Context: an optimization exercise on an open-source flow, tuned for small area, a short achievable clock period and few clock cycles. The choices shown serve that exercise and are no tape-out recipe. Only simulation tests tie the RTL to the original design; equivalence was not proved.

// userchoice_dual_scramble_hash_core
module userchoice_dual_scramble_hash_core (
  input  wire                              clk_i,
  input  wire                              rst_ni,
  input  wire                              in_valid_i,
  output logic                             in_stall_o,
  input  wire  [ucdsh_pkg::WordW-1:0]      in_data_i,
  input  wire                              in_last_i,
  output logic                             out_valid_o,
  input  wire                              out_stall_i,
  output logic [ucdsh_pkg::WordW-1:0]      out_hash_first_o,
  output logic [ucdsh_pkg::WordW-1:0]      out_hash_second_o,
  output logic                             out_hash_valid_o,
  input  wire                              cfg_we_i,
  input  wire  [ucdsh_pkg::CfgIdxW-1:0]    cfg_idx_i,
  input  wire  [ucdsh_pkg::WordW-1:0]      cfg_wdata_i
);
For scale: ~5600 cells after synthesis, ~290 flip-flops, roughly 140 I/O pins.
clock: 14.0 ns
lec_check: 0
abc_area: 1
cap_margin: 20
core_margin: 2
core_utilization: 40
setup_slack_margin: 5
slew_margin: 20
standard.sh (not shown) runs the stock make flow with config.mk's settings and CLKGATE_MAP_FILE= SYNTH_SCRIPT=/design/flow/synth_recipe.tcl, a recipe that flattens the netlist after the stock synthesis.
==> flow/flow/run.sh <==
#!/bin/bash
set -euo pipefail
bash standard.sh SETUP_SLACK_MARGIN=7 finish > flow.log 2>&1
Testbench counts at the start, summed over its fixed seeds: cycles 14,117.
Change:
--- a/flow/design.v
+++ b/flow/design.v
@@ -1818,31 +1818,27 @@
                           KA10 = booth(ucdsh_pkg::ScrA1_0), KA11 = booth(ucdsh_pkg::ScrA1_1),
                           KA12 = booth(ucdsh_pkg::ScrA1_2), KA13 = booth(ucdsh_pkg::ScrA1_3);
   localparam logic [47:0] KB00 = booth(ucdsh_pkg::ScrB0_0), KB01 = booth(ucdsh_pkg::ScrB0_1),
                           KB02 = booth(ucdsh_pkg::ScrB0_2), KB03 = booth(ucdsh_pkg::ScrB0_3),
                           KB10 = booth(ucdsh_pkg::ScrB1_0), KB11 = booth(ucdsh_pkg::ScrB1_1),
                           KB12 = booth(ucdsh_pkg::ScrB1_2), KB13 = booth(ucdsh_pkg::ScrB1_3);
-  logic [9:0]  ksa_q, ksb_q, ksa_d, ksb_d;
-  logic [4:0]  tn0, tn1;
-  logic [47:0] k_se, k_so, ka, kb;
-  assign tn0   = t_d & {5{!pos_d}};
-  assign tn1   = t_d & {5{pos_d}};
-  assign ksa_d = {tn1[4:1], tn0[4:1], tn1[0], idle_d | tn0[0]};
-  assign ksb_d = {tn1[4:2], tn1[0], tn0[4:2], idle_d | tn0[0], tn1[1], tn0[1]};
-  assign k_se  = booth(seed_e_q | 32'd1);
-  assign k_so  = booth(seed_o_q | 32'd1);
-  assign ka = ({48{ksa_q[0]}} & k_se) | ({48{ksa_q[1]}} & k_so) |
-              ({48{ksa_q[2]}} & KA00) | ({48{ksa_q[3]}} & KA01) |
-              ({48{ksa_q[4]}} & KA02) | ({48{ksa_q[5]}} & KA03) |
-              ({48{ksa_q[6]}} & KA10) | ({48{ksa_q[7]}} & KA11) |
-              ({48{ksa_q[8]}} & KA12) | ({48{ksa_q[9]}} & KA13);
-  assign kb = ({48{ksb_q[0]}} & k_se) | ({48{ksb_q[1]}} & k_so) |
-              ({48{ksb_q[2]}} & KB00) | ({48{ksb_q[3]}} & KB01) |
-              ({48{ksb_q[4]}} & KB02) | ({48{ksb_q[5]}} & KB03) |
-              ({48{ksb_q[6]}} & KB10) | ({48{ksb_q[7]}} & KB11) |
-              ({48{ksb_q[8]}} & KB12) | ({48{ksb_q[9]}} & KB13);
+  logic [47:0] k_seed, ka, kb;
+  logic [4:0]  tp0, tp1;
+  assign k_seed = booth((pos_q ? seed_o_q : seed_e_q) | 32'd1);
+  assign tp0    = t_q & {5{!pos_q}};
+  assign tp1    = t_q & {5{pos_q}};
+  assign ka = ({48{idle_q | t_q[0]}} & k_seed) |
+              ({48{tp0[1]}} & KA00) | ({48{tp0[2]}} & KA01) |
+              ({48{tp0[3]}} & KA02) | ({48{tp0[4]}} & KA03) |
+              ({48{tp1[1]}} & KA10) | ({48{tp1[2]}} & KA11) |
+              ({48{tp1[3]}} & KA12) | ({48{tp1[4]}} & KA13);
+  assign kb = ({48{t_q[1]}} & k_seed) |
+              ({48{idle_q | tp0[0]}} & KB00) | ({48{tp0[2]}} & KB01) |
+              ({48{tp0[3]}} & KB02) | ({48{tp0[4]}} & KB03) |
+              ({48{tp1[0]}} & KB10) | ({48{tp1[2]}} & KB11) |
+              ({48{tp1[3]}} & KB12) | ({48{tp1[4]}} & KB13);
   logic [W-1:0] fold_w;
   logic [W-1:0] a_op, a_y;
   logic [W-1:0] b_op, b_add, b_y;
   assign fold_w = fold ? q_w0 : '0;
   assign a_op  = ({W{sa_w_q}} & q_w0) | ({W{sa_h_q}} & ha_q) |
                  ({W{sa_s_q}} & swap(ha_q));
@@ -1923,14 +1919,12 @@
     end
   end
   always_ff @(posedge clk_i) begin
     if (take) begin
       q_w0 <= in_data_i; q_l0 <= in_last_i; q_n0 <= new_ns;
     end
-    ksa_q  <= ksa_d;
-    ksb_q  <= ksb_d;
     sa_w_q <= idle_d;
     sa_h_q <= !idle_d && t_d[0];
     sa_s_q <= |t_d[4:1];
     sb_w_q <= idle_d;
     sb_q_q <= fresh;
     sb_h_q <= (t_d[1] && !fresh) || t_d[3];
@@ -1940,20 +1934,20 @@
     sc_h_q <= t_d[4];
     if (run) ha_q <= a_y;
     if (run) begin
       if (fresh || t_q[0] || t_q[2]) pb_q <= b_y;
       else                           hb_q <= b_y;
     end
-    if (fresh || zero_msg) begin
+    if (fresh) begin
       tot_a_q <= '0;
       tot_b_q <= '0;
     end else begin
       tot_a_q <= tot_a_eff;
       tot_b_q <= tot_b_eff;
     end
   end
   assign out_valid_o       = emit_q;
   assign out_hash_first_o  = (ha_q ^ hb_q) & {W{ohv_q}};
-  assign out_hash_second_o = tot_a_eff ^ tot_b_eff;
+  assign out_hash_second_o = (tot_a_eff ^ tot_b_eff) & {W{ohv_q}};
   assign out_hash_valid_o  = ohv_q;
 endmodule
 `default_nettype wire
Fmax went down slightly.
Utilization climbs by 1.8 points.
Clock skew is higher by 0.0043 ns.
Synthesized area shrinks slightly.
Final area came out higher by a few percent.
Global-route usage drops by 0.69 points.
Setup slack got worse by 0.082 ns.
Sequential share of layout area went down by 0.84 points.
Via count drops by a few percent.
Count of clock-buffer cells in the layout rose by 10.
Final cell count fell slightly.
Testbench counts after the change, summed over its fixed seeds: cycles 14,117.

separate check: timing with driven ports:
In the flow no input, the clock included, has a driving cell. The finished layouts below were timed again as built, in two steps. Step 1 (the two cells are an assumption about what drives the block):
set clk [get_ports {clk_i}]
set_driving_cell -lib_cell sky130_fd_sc_hd__clkbuf_16 $clk
set_driving_cell -lib_cell sky130_fd_sc_hd__buf_2 [delete_from_list [all_inputs] $clk]
Step 2, shift: input delay + t, output delay - t, t = (earliest + latest rising clock arrival at the registers) / 2. This alone moves slack from input paths to output paths. Slacks: ideal / step 1 / step 2; pairs: ideal / step 1.
run	shift t [ns]	slack for setup (ns)	worst setup path after step 2	pins driven straight from the clock port
the first run	0.665	7.033 / 7.022 / 7.033	register to register	1
the second run	0.658	6.951 / 6.880 / 6.967	register to register	1
After both steps setup and hold are still met in every run listed.
